What follows belongs to an exercise in optimizing a design on an open flow for small area and a short achievable clock period; a production flow would make more cautious choices. In this exercise RTL edits were held to simulation tests only and were not proved equivalent to the original. No driver is modelled on the clock port, so clocking that relies on it looks cheaper here than on a real chip.

Design mac_top, start of the top module:
module mac_top #(
   parameter int A_WIDTH = 18,
   parameter int B_WIDTH = 18,
   parameter int P_WIDTH = 48
) (
   input  logic                      clk,
   input  logic                      rst_n,
   input  logic signed [A_WIDTH-1:0] data_a,
   input  logic signed [B_WIDTH-1:0] data_b,
   input  mac_pkg::mac_op_e          op,
   input  logic                      activate_mac,
   output logic signed [P_WIDTH-1:0] data_p,
   output logic                      p_valid
);
Size in the first run: about 1200 cells after synthesis, about 97 flip-flops, ~0.011 mm^2 of cells after synthesis.
clock: 10.0 ns
lec_check: 0
abc_area: 1
cap_margin: 20
core_margin: 2
core_utilization: 40
setup_slack_margin: 5
slew_margin: 20
standard.sh (not shown) runs the stock make flow with config.mk's settings and CLKGATE_MAP_FILE= SYNTH_SCRIPT=/design/flow/synth_recipe.tcl, a recipe that flattens the netlist after the stock synthesis.
==> flow/flow/run.sh <==
#!/bin/bash
# The standard layout, with these changes in how it is made:
# - Yosys's synth runs without its early ABC pass (-noabc), so the full
#   adders it extracts keep their polarity (no inverters between them);
# - the port buffers are the smallest buffer (buf_1) instead of the
#   default clkdlybuf4s50_1; every port is still buffered;
# - before CTS, flow/pq_clock_delay.tcl puts a delay chain in front of the
#   result register's clock (useful skew for the register-to-register
#   multiply-add paths); CTS builds the clock tree around it.
export SYNTH_ARGS="-noabc"
export BUFFER_PORTS_ARGS="-buffer_cell sky130_fd_sc_hd__buf_1"
export PRE_CTS_TCL="$PWD/flow/pq_clock_delay.tcl"
export PQ_DLY_CELL=sky130_fd_sc_hd__clkdlybuf4s50_1
export PQ_DLY_STAGES=2
bash standard.sh > standard.log 2>&1
==> flow/flow/pq_clock_delay.tcl <==
# Pre-CTS hook: the result register p_q gets its clock through a short
# chain of delay cells, so its clock arrives later than the operand
# registers'. This is useful skew for the operand -> result paths (the
# long multiply-add paths); the result register's own feedback path sees
# the same delay at both ends. CTS then builds the tree below the chain.
set block [ord::get_db_block]
set db [ord::get_db]
set master [$db findMaster $::env(PQ_DLY_CELL)]
set nst $::env(PQ_DLY_STAGES)
set flops {}
foreach inst [$block getInsts] {
  if {[regexp {^p_q} [$inst getName]] && [string match sky130_fd_sc_hd__df* [[$inst getMaster] getName]]} {
    lappend flops $inst
  }
}
puts "pq_clock_delay: [llength $flops] result flops, $nst x $::env(PQ_DLY_CELL)"
if {[llength $flops] != 48} { error "pq_clock_delay: expected 48 result flops" }
set clknet [[[lindex $flops 0] findITerm CLK] getNet]
set sx 0; set sy 0
foreach f $flops {
  set bb [$f getBBox]
  set sx [expr {$sx + [$bb xMin]}]; set sy [expr {$sy + [$bb yMin]}]
}
set cx [expr {int($sx / [llength $flops])}]
set cy [expr {int($sy / [llength $flops])}]
set prev $clknet
for {set k 0} {$k < $nst} {incr k} {
  set inst [odb::dbInst_create $block $master "pq_clkdly_$k"]
  set out [odb::dbNet_create $block "pq_clk_$k"]
  $out setSigType CLOCK
  [$inst findITerm A] connect $prev
  [$inst findITerm X] connect $out
  $inst setLocation $cx $cy
  $inst setPlacementStatus PLACED
  set prev $out
}
foreach f $flops {
  set it [$f findITerm CLK]
  $it disconnect
  $it connect $prev
}
global_connect
detailed_placement
check_placement -verbose
The baseline passed the timing, design-rule and antenna checks.
Rerun with:
==> flow/flow/run.sh (replaced) <==
#!/bin/bash
# The standard layout, with two changes in how it is made:
# - Yosys's synth runs without its early ABC pass (-noabc), so the full
#   adders it extracts keep their polarity (no inverters between them);
# - the port buffers are the smallest buffer (buf_1) instead of the
#   default clkdlybuf4s50_1; every port is still buffered.
export SYNTH_ARGS="-noabc"
export BUFFER_PORTS_ARGS="-buffer_cell sky130_fd_sc_hd__buf_1"
bash standard.sh > standard.log 2>&1
removed: flow/flow/pq_clock_delay.tcl
- routed wire length fell by 1.3%
- worst setup slack improves by 0.0091 ns


== red ==
mac_top again, from the RTL that the note above started with.
==> flow/config.mk <==
export PLATFORM = sky130hd
export DESIGN_NAME = mac_top
export DESIGN_NICKNAME = mac_top
export VERILOG_FILES = /design/flow/design.v
export SDC_FILE = /design/flow/constraint.sdc
export NUM_CORES = 4
export LEC_CHECK = 0
export ABC_AREA = 1
export CAP_MARGIN = 20
export CORE_MARGIN = 2
export CORE_UTILIZATION = 40
export SETUP_SLACK_MARGIN = 5
export SLEW_MARGIN = 20
==> flow/constraint.sdc <==
create_clock -name core_clock -period 10.0 [get_ports {clk}]
set_input_delay 2.0000 -clock core_clock [delete_from_list [all_inputs] [get_ports {clk}]]
set_output_delay 2.0000 -clock core_clock [all_outputs]
set_load 0.01 [all_outputs]
==> flow/flow/run.sh <==
#!/bin/bash
# The standard layout, with these changes in how it is made:
# - Yosys's synth runs without its early ABC pass (-noabc), so the full
#   adders it extracts keep their polarity (no inverters between them);
# - the port buffers are the smallest buffer (buf_1) instead of the
#   default clkdlybuf4s50_1; every port is still buffered;
# - after CTS, flow/pq_clock_delay.tcl puts delay chains in front of the
#   result register's clock (useful skew for the register-to-register
#   multiply-add paths).
export SYNTH_ARGS="-noabc"
export BUFFER_PORTS_ARGS="-buffer_cell sky130_fd_sc_hd__buf_1"
export POST_CTS_TCL="$PWD/flow/pq_clock_delay.tcl"
export PQ_DLY_CELL=sky130_fd_sc_hd__clkdlybuf4s50_1
export PQ_DLY_STAGES=2
export PQ_BUF_CELL=sky130_fd_sc_hd__clkbuf_8
bash standard.sh > standard.log 2>&1
==> flow/flow/pq_clock_delay.tcl <==
# Post-CTS hook: the result register p_q gets its clock through a short
# delay chain below each clock-tree leaf that drives it, so its clock
# arrives later than the operand registers'. This is useful skew for the
# operand -> result paths (the long multiply-add paths); the result
# register's own feedback path sees about the same delay at both ends.
# The later repair steps (global route) see and repair the new timing.
set block [ord::get_db_block]
set db [ord::get_db]
set dmaster [$db findMaster $::env(PQ_DLY_CELL)]
set bmaster [$db findMaster $::env(PQ_BUF_CELL)]
set nst $::env(PQ_DLY_STAGES)
set groups [dict create]
set n 0
foreach inst [$block getInsts] {
  if {[regexp {^p_q} [$inst getName]] && [string match sky130_fd_sc_hd__df* [[$inst getMaster] getName]]} {
    set net [[$inst findITerm CLK] getNet]
    dict lappend groups [$net getName] $inst
    incr n
  }
}
if {$n != 48} { error "pq_clock_delay: expected 48 result flops, found $n" }
set g 0
dict for {netname flops} $groups {
  set net [$block findNet $netname]
  set sx 0; set sy 0
  foreach f $flops {
    set bb [$f getBBox]
    set sx [expr {$sx + [$bb xMin]}]; set sy [expr {$sy + [$bb yMin]}]
  }
  set cx [expr {int($sx / [llength $flops])}]
  set cy [expr {int($sy / [llength $flops])}]
  set prev $net
  set masters {}
  for {set k 0} {$k < $nst} {incr k} { lappend masters $dmaster }
  lappend masters $bmaster
  set k 0
  foreach m $masters {
    set inst [odb::dbInst_create $block $m "pq_clkdly_${g}_$k"]
    set out [odb::dbNet_create $block "pq_clk_${g}_$k"]
    $out setSigType CLOCK
    [$inst findITerm A] connect $prev
    [$inst findITerm X] connect $out
    $inst setLocation $cx $cy
    $inst setPlacementStatus PLACED
    set prev $out
    incr k
  }
  foreach f $flops {
    set it [$f findITerm CLK]
    $it disconnect
    $it connect $prev
  }
  puts "pq_clock_delay: group $g under $netname: [llength $flops] flops"
  incr g
}
global_connect
detailed_placement
check_placement -verbose
estimate_parasitics -placement
report_clock_skew
No crash in red: every stage finished, but the layout fails its final checks due to negative hold slack.
Relative to red, the following input files were edited for blue:
-- flow/flow/run.sh --
<<< red, line 12
export POST_CTS_TCL="$PWD/flow/pq_clock_delay.tcl"
export PQ_DLY_CELL=sky130_fd_sc_hd__clkdlybuf4s50_1
export PQ_DLY_STAGES=2
export PQ_BUF_CELL=sky130_fd_sc_hd__clkbuf_8
>>> blue, line 12
export POST_CTS_TCL="$PWD/flow/pq_clock_delay.tcl"
export PQ_DLY_CELLS="sky130_fd_sc_hd__clkdlybuf4s50_1 sky130_fd_sc_hd__clkdlybuf4s50_1 sky130_fd_sc_hd__clkdlybuf4s50_1"
export PQ_SKIP_BITS=8
export PQ_BUF_CELL=sky130_fd_sc_hd__clkbuf_8
-- flow/flow/pq_clock_delay.tcl --
<<< red, line 5
# register's own feedback path sees about the same delay at both ends.
# The later repair steps (global route) see and repair the new timing.
>>> blue, line 5
# register's own feedback path sees about the same delay at both ends.
# The low bits (below PQ_SKIP_BITS) keep the undelayed clock.
# The later repair steps (global route) see and repair the new timing.
<<< red, line 8
set db [ord::get_db]
set dmaster [$db findMaster $::env(PQ_DLY_CELL)]
set bmaster [$db findMaster $::env(PQ_BUF_CELL)]
set nst $::env(PQ_DLY_STAGES)
set groups [dict create]
>>> blue, line 9
set db [ord::get_db]
set chain {}
foreach c $::env(PQ_DLY_CELLS) { lappend chain [$db findMaster $c] }
lappend chain [$db findMaster $::env(PQ_BUF_CELL)]
set groups [dict create]
<<< red, line 14
foreach inst [$block getInsts] {
  if {[regexp {^p_q} [$inst getName]] && [string match sky130_fd_sc_hd__df* [[$inst getMaster] getName]]} {
    set net [[$inst findITerm CLK] getNet]
    dict lappend groups [$net getName] $inst
    incr n
  }
>>> blue, line 15
foreach inst [$block getInsts] {
  if {[regexp {^p_q\\?\[([0-9]+)} [$inst getName]] && [string match sky130_fd_sc_hd__df* [[$inst getMaster] getName]]} {
    incr n
    regexp {^p_q\\?\[([0-9]+)} [$inst getName] -> bit
    # the low result bits have short paths and ample setup slack: no delay
    if {$bit < $::env(PQ_SKIP_BITS)} { continue }
    set net [[$inst findITerm CLK] getNet]
    dict lappend groups [$net getName] $inst
  }
<<< red, line 32
  set prev $net
  set masters {}
  for {set k 0} {$k < $nst} {incr k} { lappend masters $dmaster }
  lappend masters $bmaster
  set k 0
  foreach m $masters {
    set inst [odb::dbInst_create $block $m "pq_clkdly_${g}_$k"]
>>> blue, line 36
  set prev $net
  set k 0
  foreach m $chain {
    set inst [odb::dbInst_create $block $m "pq_clkdly_${g}_$k"]
-- flow/config.mk --
<<< red, line 11
export CORE_UTILIZATION = 40
export SETUP_SLACK_MARGIN = 5
export SLEW_MARGIN = 20
>>> blue, line 11
export CORE_UTILIZATION = 40
export CTS_BUF_LIST = sky130_fd_sc_hd__clkbuf_4 sky130_fd_sc_hd__clkbuf_8
export HOLD_SLACK_MARGIN = 0.05
export SLEW_MARGIN = 20
Notes after the runs:
Changes observed in blue relative to red: total routed wirelength now smaller, minimum setup slack in the final design shrank by 0.51 ns. Re multi-input gate share of total cell area: blue is 5.7 points up on red. blue: PASS, flow complete, no timing, DRC or antenna violations. red: flow complete, layout not clean; failing: negative hold slack. blue vs. red: weighted congestion at the end of routability-driven global placement fell about 3.6%, total count of hold-check failures in the final report fell 1, minimum setup slack among reg-to-reg paths fell 0.51 ns. For total non-filler cell area in the finished layout, dividing the value from red by the value from blue gives 1.15. For critical path depth, dividing the value from red by the value from blue gives 1.19.
Input changes introduced in green (baseline for comparison: blue):
-- flow/flow/run.sh --
<<< blue, line 12
export POST_CTS_TCL="$PWD/flow/pq_clock_delay.tcl"
export PQ_DLY_CELLS="sky130_fd_sc_hd__clkdlybuf4s50_1 sky130_fd_sc_hd__clkdlybuf4s50_1 sky130_fd_sc_hd__clkdlybuf4s50_1"
export PQ_SKIP_BITS=8
>>> green, line 12
export POST_CTS_TCL="$PWD/flow/pq_clock_delay.tcl"
export PQ_DLY_CELLS="sky130_fd_sc_hd__clkdlybuf4s50_1 sky130_fd_sc_hd__clkdlybuf4s50_1 sky130_fd_sc_hd__clkdlybuf4s50_1 sky130_fd_sc_hd__clkdlybuf4s25_1"
export PQ_SKIP_BITS=8
-- flow/config.mk --
<<< blue, line 11
export CORE_UTILIZATION = 40
export CTS_BUF_LIST = sky130_fd_sc_hd__clkbuf_4 sky130_fd_sc_hd__clkbuf_8
export HOLD_SLACK_MARGIN = 0.05
>>> green, line 11
export CORE_UTILIZATION = 40
export HOLD_SLACK_MARGIN = 0.05
==> run notes <==
- No crash in green: every stage finished, but the layout fails its final checks due to negative hold slack.
- green against blue: fraction of area in multi-input gates down 2.6 points; number of logic stages on the critical path including buffering grew by 2; length of routed wiring on met1 essentially unchanged.
- Average wire per standard cell of green is on par with blue.
- blue -> green: top-level port count delta 0, exact match
- Between green and blue, clock latency on the worst-skew pair is lower for blue, green comes in above that.
- Between green and blue, the combined global-route utilization of all metal layers is higher for green.
- ~same final sequential cell count in green and blue
The inputs of orange differ from those of green as listed below.
-- flow/flow/run.sh --
<<< green, line 12
export POST_CTS_TCL="$PWD/flow/pq_clock_delay.tcl"
export PQ_DLY_CELLS="sky130_fd_sc_hd__clkdlybuf4s50_1 sky130_fd_sc_hd__clkdlybuf4s50_1 sky130_fd_sc_hd__clkdlybuf4s50_1 sky130_fd_sc_hd__clkdlybuf4s25_1"
export PQ_SKIP_BITS=8
>>> orange, line 12
export POST_CTS_TCL="$PWD/flow/pq_clock_delay.tcl"
export PQ_DLY_CELLS="sky130_fd_sc_hd__clkdlybuf4s50_1 sky130_fd_sc_hd__clkdlybuf4s50_1 sky130_fd_sc_hd__clkdlybuf4s25_1"
export PQ_SKIP_BITS=8
-- flow/config.mk --
<<< green, line 11
export CORE_UTILIZATION = 40
export HOLD_SLACK_MARGIN = 0.05
export SLEW_MARGIN = 20
>>> orange, line 11
export CORE_UTILIZATION = 40
export HOLD_SLACK_MARGIN = 0.2
export SETUP_SLACK_MARGIN = 5
export SLEW_MARGIN = 20
--- outcome ---
orange: all stages complete, timing, DRC and antenna checks passed. green -> orange: count of cells along the worst hold path delta 0, exact match. orange: required arrival time at the worst endpoint lower than green. Compared with green, orange shows a lower sequential share of layout area. Comparing maximum fanout along the worst path for green and orange, the smaller number came from orange. Utilization: orange > green. Taking orange over green, the global-route wire length before repair ratio works out to 1.13. Looking at combined global-route utilization of all metal layers, orange sits above green. The cell area in orange sits about 11% above the value recorded for green. Of the two values seen for critical path launch point, neg_q[1]$_DFF_P_ was produced by green and one_q[1]$_DFF_PN0_ by orange.
Inputs modified between orange and purple:
-- flow/config.mk --
<<< orange, line 11
export CORE_UTILIZATION = 40
export HOLD_SLACK_MARGIN = 0.2
export SETUP_SLACK_MARGIN = 5
>>> purple, line 11
export CORE_UTILIZATION = 40
export HOLD_SLACK_MARGIN = 0.05
export SETUP_SLACK_MARGIN = 5
==> run notes <==
- Status purple: flow complete, layout not clean - negative hold slack
- From purple to orange, multi-input combinational cell count did not move at all.
- Post-route worst hold slack, purple and orange, lower one = purple.
- Slack of the critical path: purple vs orange up 0.32 ns
- Diff orange..purple | number of placed I/O pins | unchanged
- Delta (purple minus orange): final core utilization shows no meaningful change, final standard cell count with taps included and fillers excluded was more or less identical, global-route usage now sits at about the same level.
- A startpoint of the worst setup timing path of one_q[1]$_DFF_PN0_ is what orange shows, while p_q[21]$_DFF_PN0_ belongs to purple.
- orange -> purple: x dimension of the die flat

==> afterwards: timing with drivers on the ports <==
In the flow no input, the clock included, has a driving cell. The finished layouts below were timed again as built, in two steps. Step 1 sets driving cells, clkbuf_16 on the clock port and buf_2 on the other inputs (assumed; they add their load-dependent delay and slew). Step 2, shift: input delay + t, output delay - t, t = (earliest + latest rising clock arrival at the registers) / 2. This alone moves slack from input paths to output paths. a / b / c = ideal ports / drivers / drivers and shift; a / b = the first two.
run | t, ns | setup WS [ns] | hold slack, ns | latest minus earliest clock arrival (ns)
the first run of note 1 | 1.615 | 4.355 / 4.355 / 4.355 | 0.351 / 0.351 / 0.351 | 0.069 / 0.069
the second run of note 1 | 0.415 | 4.364 / 4.364 / 4.364 | 0.353 / 0.353 / 0.353 | 0.016 / 0.017
red | 0.967 | 5.481 / 5.481 / 5.481 | -0.021 / -0.021 / -0.021 | 1.170 / 1.171
blue | 1.237 | 4.969 / 4.969 / 4.969 | 0.024 / 0.024 / 0.024 | 1.625 / 1.625
green | 1.335 | 3.868 / 3.868 / 3.868 | -0.029 / -0.029 / -0.029 | 1.864 / 1.864
orange | 1.103 | 5.376 / 5.376 / 5.376 | 0.176 / 0.176 / 0.176 | 1.412 / 1.412
purple | 1.103 | 5.695 / 5.651 / 5.729 | -0.061 / -0.061 / -0.061 | 1.409 / 1.410
Clock arrivals are far apart in 5 of these runs, so t is only a midpoint there and step 2 fits no single register.
